Source: an optimization exercise on an open RTL-to-GDS flow (aim: small area and a short achievable clock period). Production flows keep margins and buffers that such runs may drop. At most, simulation tests tie the RTL to the original design; equivalence was not proved.

==> flow/design.v <==
module mdu_ctrl #(
  parameter int MULT_CYCLES = 5,
  parameter int DIV_CYCLES  = 10
) (
  input  logic        clk,
  input  logic        reset,
  input  logic        start,
  input  logic [2:0]  md_op,
  input  logic [31:0] rs_val,
  input  logic [31:0] rt_val,
  input  logic        md_use,
  output logic        busy,
  output logic        stall,
  output logic [31:0] hi,
  output logic [31:0] lo
);
  logic [3:0]  cnt;
  logic        is_div, sgn_r, a_neg_r, s_q_r, dz_r, e_r, bprev_r;
  logic [31:0] acc;     
  logic [31:0] breg;    
  logic [31:0] mreg;    
  wire op_mul   = (md_op[2:1] == 2'b00);
  wire op_div   = (md_op[2:1] == 2'b01);
  wire op_sgn   = ~md_op[0];
  wire issue    = start & ~busy;
  wire go_mul   = issue & op_mul;
  wire go_div   = issue & op_div;
  wire fin_mul  = busy & ~is_div & (cnt == 4'd5);
  wire fin_div  = busy &  is_div & (cnt == 4'd10);
  wire dmode    = busy &  is_div;
  wire a_neg_in = op_sgn & rs_val[31];
  wire d_neg_in = op_sgn & rt_val[31];
  wire s_q_in   = a_neg_in ^ d_neg_in;
  wire [2:0]  n_top = rs_val[31:29] ^ {3{a_neg_in}};
  wire [31:0] m_eff = busy ? mreg : (rt_val ^ {32{op_div & ~s_q_in}});
  wire        m_sx  = busy ? (sgn_r & mreg[31]) : (op_sgn & rt_val[31]);
  wire [31:0] bsrc  = busy ? breg : rs_val;
  wire        qb_0, qb_1, de_2;
  wire        inc   = s_q_r ^ (a_neg_r & de_2);
  wire        q_cy  = inc & qb_0 & qb_1;
  wire [34:0] mx1 = {m_sx, m_sx, m_sx, m_eff};
  wire [34:0] mx2 = {m_sx, m_sx, m_eff, 1'b0};
  wire [2:0]  dg [3];
  wire [34:0] ma [3];
  wire [34:0] ms [3];
  assign dg[0] = dmode ? 3'b000 : {bsrc[1], bsrc[0], busy & bprev_r};
  assign dg[1] = fin_mul ? {sgn_r & bsrc[1], sgn_r & bsrc[1], bsrc[1]} : {bsrc[3], bsrc[2], bsrc[1]};
  assign dg[2] = {bsrc[5], bsrc[4], bsrc[3]};
  assign ma[0] = {{3{acc[31]}}, acc};
  assign ma[1] = {{2{ms[0][34]}}, ms[0][34:2]};
  assign ma[2] = {{2{ms[1][34]}}, ms[1][34:2]};
  for (genvar r = 0; r < 3; r++) begin : mrow
    wire onex = dg[r][1] ^ dg[r][0];
    wire twox = (dg[r][2] & ~dg[r][1] & ~dg[r][0]) | (~dg[r][2] & dg[r][1] & dg[r][0]);
    wire [34:0] pp = ((mx1 & {35{onex}}) | (mx2 & {35{twox}})) ^ {35{dg[r][2]}};
    wire lsb_a = (r == 0 && dmode) ? q_cy : 1'b1;
    wire lsb_b = (r == 0 && dmode) ? 1'b1 : dg[r][2];
    wire [35:0] sum = {ma[r], lsb_a} + {pp, lsb_b};
    assign ms[r] = sum[35:1];
  end
  wire [31:0] dr [4];       
  wire        de [4];       
  wire        qb [3];
  assign dr[0] = breg;
  assign de[0] = e_r;
  assign qb_0  = qb[0];
  assign qb_1  = qb[1];
  assign de_2  = de[2];
  for (genvar r = 0; r < 3; r++) begin : drow
    wire [31:0] da = {dr[r][30:0], acc[31-r]};
    wire [33:0] sum = {1'b0, da, 1'b1} + {1'b0, mreg, ~s_q_r};
    wire [31:0] ds  = sum[32:1];
    wire        co  = sum[33];
    wire ok = a_neg_r ? ~(dr[r][31] & co) : (dr[r][31] | co);
    assign dr[r+1] = ok ? ds : da;
    assign de[r+1] = (de[r] & ~acc[31-r]) | (~ok & ~(|ds));
    assign qb[r]   = ok ^ s_q_r;
  end
  wire [2:0] dm     = d_neg_in ? (3'd0 - rt_val[2:0]) : rt_val[2:0];
  wire       dsmall = (d_neg_in ? (&rt_val[31:3]) : ~(|rt_val[31:3])) & (|rt_val[2:0]);
  wire [2:0] dms    = dsmall ? dm : 3'd1;
  wire [2:0] nt     = n_top;
  wire [2:0] nqs    = nt / dms;
  wire [2:0] nrs    = nt % dms;
  wire [2:0] nqv    = dsmall ? nqs : 3'd0;
  wire       nq2    = nqv[2];
  wire       nq1    = nqv[1];
  wire       nq0    = nqv[0];
  wire [3:0] nr     = {1'b0, dsmall ? nrs : nt};
  wire       ne     = dsmall & (nrs == dm - 3'd1);
  wire [31:0] lo_div = {ms[0][29:0], qb[0] ^ (inc & qb[1]), qb[1] ^ inc};
  wire [31:0] hi_div = dr[2] & ~{32{a_neg_r & de[2]}};
  always_ff @(posedge clk) begin
    if (reset) begin
      busy   <= 1'b0;
      cnt    <= 4'd0;
      is_div <= 1'b0;
      acc    <= 32'd0;
      hi     <= 32'd0;
      lo     <= 32'd0;
    end else begin
      if (go_mul | go_div) begin
        busy   <= 1'b1;
        cnt    <= 4'd1;
        is_div <= op_div;
      end else if (fin_mul | fin_div) begin
        busy   <= 1'b0;
      end else if (busy) begin
        cnt    <= cnt + 4'd1;
      end
      if (go_mul || (busy && !is_div && !fin_mul))
        acc <= ms[2][33:2];
      else if (go_div)
        acc <= {rs_val[28:0], nq2 ^ s_q_in, nq1 ^ s_q_in, nq0 ^ s_q_in};
      else if (busy && is_div && !fin_div)
        acc <= {acc[28:0], qb[0], qb[1], qb[2]};
      else
        acc <= 32'd0;
      if (fin_mul) begin
        hi <= ms[1][31:0];
        lo <= {ms[0][1:0], breg[31:2]};
      end else if (fin_div) begin
        if (!dz_r) begin
          hi <= hi_div;
          lo <= lo_div;
        end
      end else if (issue && md_op == 3'b100) begin
        hi <= rs_val;
      end else if (issue && md_op == 3'b101) begin
        lo <= rs_val;
      end
    end
  end
  always_ff @(posedge clk) begin
    mreg <= m_eff;
    if (!busy) begin
      sgn_r   <= op_sgn;
      a_neg_r <= a_neg_in;
      s_q_r   <= s_q_in;
      dz_r    <= (rt_val == 32'd0);
      e_r     <= ne;
    end else begin
      e_r     <= de[3];
    end
    if (dmode)
      breg <= dr[3];
    else if (busy)
      breg <= {ms[2][1:0], ms[1][1:0], ms[0][1:0], breg[31:6]};
    else if (op_div)
      breg <= {{28{a_neg_in}}, nr ^ {4{a_neg_in}}};
    else
      breg <= {ms[2][1:0], ms[1][1:0], ms[0][1:0], rs_val[31:6]};
    bprev_r <= bsrc[5];
  end
  assign stall = md_use & (start | busy);
endmodule
clock: 110.0 ns
lec_check: 0
cap_margin: 20
core_margin: 2
core_utilization: 70
place_density: 0.8
slew_margin: 20
standard.sh (not shown) runs the stock make flow with config.mk's settings and CLKGATE_MAP_FILE= SYNTH_SCRIPT=/design/flow/synth_recipe.tcl, a recipe that flattens the netlist after the stock synthesis.
==> flow/flow/run.sh <==
#!/bin/bash
# The standard layout with four changes:
#  - Yosys maps every adder's carry network to a ripple chain ($lcu in
#    ripple_lcu.v), which the standard synthesis then turns into
#    full-adder cells;
#  - synth skips its quick generic ABC pass (-noabc), so the full adders are
#    extracted from the adders as written rather than from ABC's
#    restructured logic (which leaves inverters around every adder cell);
#  - after synthesis, the plain logic between the full adders and the
#    flip-flops is mapped again with Yosys's default ABC script, which finds
#    a smaller netlist than ORFS's speed script (remap.ys; flip-flops, full
#    and half adders and tie cells are kept as they are, names included);
#  - ports are buffered with buf_1 rather than the default delay-buffer cell.
# Everything else (floorplan, power grid, placement, CTS, routing) is
# standard.sh unchanged.  Each tool's full output goes to its own log here:
# synth_make.log, remap.log, layout_make.log; ORFS keeps each step's log
# under orfs/logs.
set -euo pipefail
here=$(cd "$(dirname "${BASH_SOURCE[0]}")" && pwd)
work=$(pwd)
res="$work/orfs/results/${FLOW_PLATFORM}/mdu_ctrl/base"
lib="$FLOW_HOME/platforms/${FLOW_PLATFORM}/lib/sky130_fd_sc_hd__tt_025C_1v80.lib"
export SYNTH_OPERATIONS_ARGS="-extra-map $here/ripple_lcu.v -noabc"
export BUFFER_PORTS_ARGS="-buffer_cell sky130_fd_sc_hd__buf_1"

# 1. standard synthesis (with the two settings above) up to the netlist
bash standard.sh "$res/1_2_yosys.v" > synth_make.log 2>&1

# 2. re-map the plain logic
cp "$res/1_2_yosys.v" "$work/1_2_yosys_orfs.v"
dont_use=""
for c in probe_p_8 probec_p_8 lpflow_bleeder_1 \
         lpflow_clkbufkapwr_1 lpflow_clkbufkapwr_16 lpflow_clkbufkapwr_2 \
         lpflow_clkbufkapwr_4 lpflow_clkbufkapwr_8 lpflow_clkinvkapwr_1 \
         lpflow_clkinvkapwr_16 lpflow_clkinvkapwr_2 lpflow_clkinvkapwr_4 \
         lpflow_clkinvkapwr_8 lpflow_decapkapwr_12 lpflow_decapkapwr_3 \
         lpflow_decapkapwr_4 lpflow_decapkapwr_6 lpflow_decapkapwr_8 \
         lpflow_inputiso0n_1 lpflow_inputiso0p_1 lpflow_inputiso1n_1 \
         lpflow_inputiso1p_1 lpflow_inputisolatch_1 lpflow_isobufsrc_1 \
         lpflow_isobufsrc_16 lpflow_isobufsrc_2 lpflow_isobufsrc_4 \
         lpflow_isobufsrc_8 lpflow_isobufsrckapwr_16 \
         lpflow_lsbuf_lh_hl_isowell_tap_1 lpflow_lsbuf_lh_hl_isowell_tap_2 \
         lpflow_lsbuf_lh_hl_isowell_tap_4 lpflow_lsbuf_lh_isowell_4 \
         lpflow_lsbuf_lh_isowell_tap_1 lpflow_lsbuf_lh_isowell_tap_2 \
         lpflow_lsbuf_lh_isowell_tap_4; do
  dont_use="$dont_use -dont_use sky130_fd_sc_hd__$c"
done
cat > "$work/remap.ys" <<EOF
read_liberty -ignore_miss_func $lib
read_verilog $work/1_2_yosys_orfs.v
hierarchy -check -top ${FLOW_TOP}
setattr -mod -set keep_hierarchy 1 sky130_fd_sc_hd__fa_* sky130_fd_sc_hd__ha_* sky130_fd_sc_hd__df* sky130_fd_sc_hd__edf* sky130_fd_sc_hd__sdf* sky130_fd_sc_hd__conb_*
flatten
opt -purge
abc -liberty $lib $dont_use
opt_clean -purge
hilomap -singleton -hicell sky130_fd_sc_hd__conb_1 HI -locell sky130_fd_sc_hd__conb_1 LO
insbuf -buf sky130_fd_sc_hd__buf_4 A X
splitnets
rename -hide w:*.*
opt_clean -purge
select ${FLOW_TOP}
stat -liberty $lib
write_verilog -noattr -noexpr -nohex -nodec -selected $res/1_2_yosys.v
EOF
"$FLOW_HOME/../tools/install/yosys/bin/yosys" -s "$work/remap.ys" > remap.log 2>&1

# 3. the rest of the standard layout from that netlist
bash standard.sh > layout_make.log 2>&1
Other scripts of this flow, unchanged in this note and not shown: flow/flow/ripple_lcu.v
Change:
--- a/flow/design.v
+++ b/flow/design.v
@@ -26,25 +26,21 @@
   wire go_mul   = issue & op_mul;
   wire go_div   = issue & op_div;
   wire fin_mul  = busy & ~is_div & (cnt == 4'd5);
   wire fin_div  = busy &  is_div & (cnt == 4'd10);
-  wire dmode    = busy &  is_div;
   wire a_neg_in = op_sgn & rs_val[31];
   wire d_neg_in = op_sgn & rt_val[31];
   wire s_q_in   = a_neg_in ^ d_neg_in;
   wire [2:0]  n_top = rs_val[31:29] ^ {3{a_neg_in}};
   wire [31:0] m_eff = busy ? mreg : (rt_val ^ {32{op_div & ~s_q_in}});
   wire        m_sx  = busy ? (sgn_r & mreg[31]) : (op_sgn & rt_val[31]);
   wire [31:0] bsrc  = busy ? breg : rs_val;
-  wire        qb_0, qb_1, de_2;
-  wire        inc   = s_q_r ^ (a_neg_r & de_2);
-  wire        q_cy  = inc & qb_0 & qb_1;
   wire [34:0] mx1 = {m_sx, m_sx, m_sx, m_eff};
   wire [34:0] mx2 = {m_sx, m_sx, m_eff, 1'b0};
   wire [2:0]  dg [3];
   wire [34:0] ma [3];
   wire [34:0] ms [3];
-  assign dg[0] = dmode ? 3'b000 : {bsrc[1], bsrc[0], busy & bprev_r};
+  assign dg[0] = {bsrc[1], bsrc[0], busy & bprev_r};
   assign dg[1] = fin_mul ? {sgn_r & bsrc[1], sgn_r & bsrc[1], bsrc[1]} : {bsrc[3], bsrc[2], bsrc[1]};
   assign dg[2] = {bsrc[5], bsrc[4], bsrc[3]};
   assign ma[0] = {{3{acc[31]}}, acc};
   assign ma[1] = {{2{ms[0][34]}}, ms[0][34:2]};
@@ -52,29 +48,24 @@
   for (genvar r = 0; r < 3; r++) begin : mrow
     wire onex = dg[r][1] ^ dg[r][0];
     wire twox = (dg[r][2] & ~dg[r][1] & ~dg[r][0]) | (~dg[r][2] & dg[r][1] & dg[r][0]);
     wire [34:0] pp = ((mx1 & {35{onex}}) | (mx2 & {35{twox}})) ^ {35{dg[r][2]}};
-    wire lsb_a = (r == 0 && dmode) ? q_cy : 1'b1;
-    wire lsb_b = (r == 0 && dmode) ? 1'b1 : dg[r][2];
-    wire [35:0] sum = {ma[r], lsb_a} + {pp, lsb_b};
+    wire [35:0] sum = {ma[r], 1'b1} + {pp, dg[r][2]};
     assign ms[r] = sum[35:1];
   end
   wire [31:0] dr [4];       
   wire        de [4];       
   wire        qb [3];
-  assign dr[0] = breg;
+  assign dr[0] = acc[31:0];
   assign de[0] = e_r;
-  assign qb_0  = qb[0];
-  assign qb_1  = qb[1];
-  assign de_2  = de[2];
   for (genvar r = 0; r < 3; r++) begin : drow
-    wire [31:0] da = {dr[r][30:0], acc[31-r]};
+    wire [31:0] da = {dr[r][30:0], breg[31-r]};
     wire [33:0] sum = {1'b0, da, 1'b1} + {1'b0, mreg, ~s_q_r};
     wire [31:0] ds  = sum[32:1];
     wire        co  = sum[33];
     wire ok = a_neg_r ? ~(dr[r][31] & co) : (dr[r][31] | co);
     assign dr[r+1] = ok ? ds : da;
-    assign de[r+1] = (de[r] & ~acc[31-r]) | (~ok & ~(|ds));
+    assign de[r+1] = (de[r] & ~breg[31-r]) | (~ok & ~(|ds));
     assign qb[r]   = ok ^ s_q_r;
   end
   wire [2:0] dm     = d_neg_in ? (3'd0 - rt_val[2:0]) : rt_val[2:0];
   wire       dsmall = (d_neg_in ? (&rt_val[31:3]) : ~(|rt_val[31:3])) & (|rt_val[2:0]);
@@ -87,9 +78,11 @@
   wire       nq1    = nqv[1];
   wire       nq0    = nqv[0];
   wire [3:0] nr     = {1'b0, dsmall ? nrs : nt};
   wire       ne     = dsmall & (nrs == dm - 3'd1);
-  wire [31:0] lo_div = {ms[0][29:0], qb[0] ^ (inc & qb[1]), qb[1] ^ inc};
+  wire [31:0] lo_pre = {breg[29:0], qb[0], qb[1]};
+  wire        inc    = s_q_r ^ (a_neg_r & de[2]);
+  wire [31:0] lo_div = lo_pre + {31'd0, inc};
   wire [31:0] hi_div = dr[2] & ~{32{a_neg_r & de[2]}};
   always_ff @(posedge clk) begin
     if (reset) begin
       busy   <= 1'b0;
@@ -110,11 +103,11 @@
       end
       if (go_mul || (busy && !is_div && !fin_mul))
         acc <= ms[2][33:2];
       else if (go_div)
-        acc <= {rs_val[28:0], nq2 ^ s_q_in, nq1 ^ s_q_in, nq0 ^ s_q_in};
+        acc <= {{28{a_neg_in}}, nr ^ {4{a_neg_in}}};
       else if (busy && is_div && !fin_div)
-        acc <= {acc[28:0], qb[0], qb[1], qb[2]};
+        acc <= dr[3];
       else
         acc <= 32'd0;
       if (fin_mul) begin
         hi <= ms[1][31:0];
@@ -141,14 +134,14 @@
       e_r     <= ne;
     end else begin
       e_r     <= de[3];
     end
-    if (dmode)
-      breg <= dr[3];
+    if (is_div & busy)
+      breg <= {breg[28:0], qb[0], qb[1], qb[2]};
     else if (busy)
       breg <= {ms[2][1:0], ms[1][1:0], ms[0][1:0], breg[31:6]};
     else if (op_div)
-      breg <= {{28{a_neg_in}}, nr ^ {4{a_neg_in}}};
+      breg <= {rs_val[28:0], nq2 ^ s_q_in, nq1 ^ s_q_in, nq0 ^ s_q_in};
     else
       breg <= {ms[2][1:0], ms[1][1:0], ms[0][1:0], rs_val[31:6]};
     bprev_r <= bsrc[5];
   end
- worst setup slack improves by 1.4 ns
- register-to-register slack improved by 3.5 ns
- count of clock-buffer cells in the layout fell by 2
- design area rises by 0.40%
- via count decreases by 6.2%
For the first run of this note, only the layout was checked, not whether the RTL still works.

==> port drivers added, routing unchanged <==
No port has a modelled driver above. Below, the same layouts with a new extraction and two added sets of constraints.
Step 1: set_driving_cell puts a clkbuf_16 on clk and a buf_2 on each other input, an assumption about the parent block.
Step 2 moves the port delays by t, midway between the first and last clock arrival at a register: inputs arrive t later, outputs are due t later. That takes back most of the time a late clock gives input paths.
Slacks: no drivers / after step 1 / after step 2; pairs: no drivers / after step 1.
| run | shift t [ns] | setup WS [ns] | worst setup path at the end | latest minus earliest clock arrival (ns) | pins driven straight from the clock port |
|---|---|---|---|---|---|
| the first run | 0.502 | 64.191 / 64.191 / 64.191 | register to register | 0.017 / 0.017 | 1 |
| the second run | 0.495 | 65.628 / 65.605 / 65.605 | input to output | 0.018 / 0.018 | 1 |
After both steps every run listed still meets setup and hold. For the second run, which loses most, drivers alone change the setup slack by -0.023 ns; drivers and shift together by -0.023 ns.
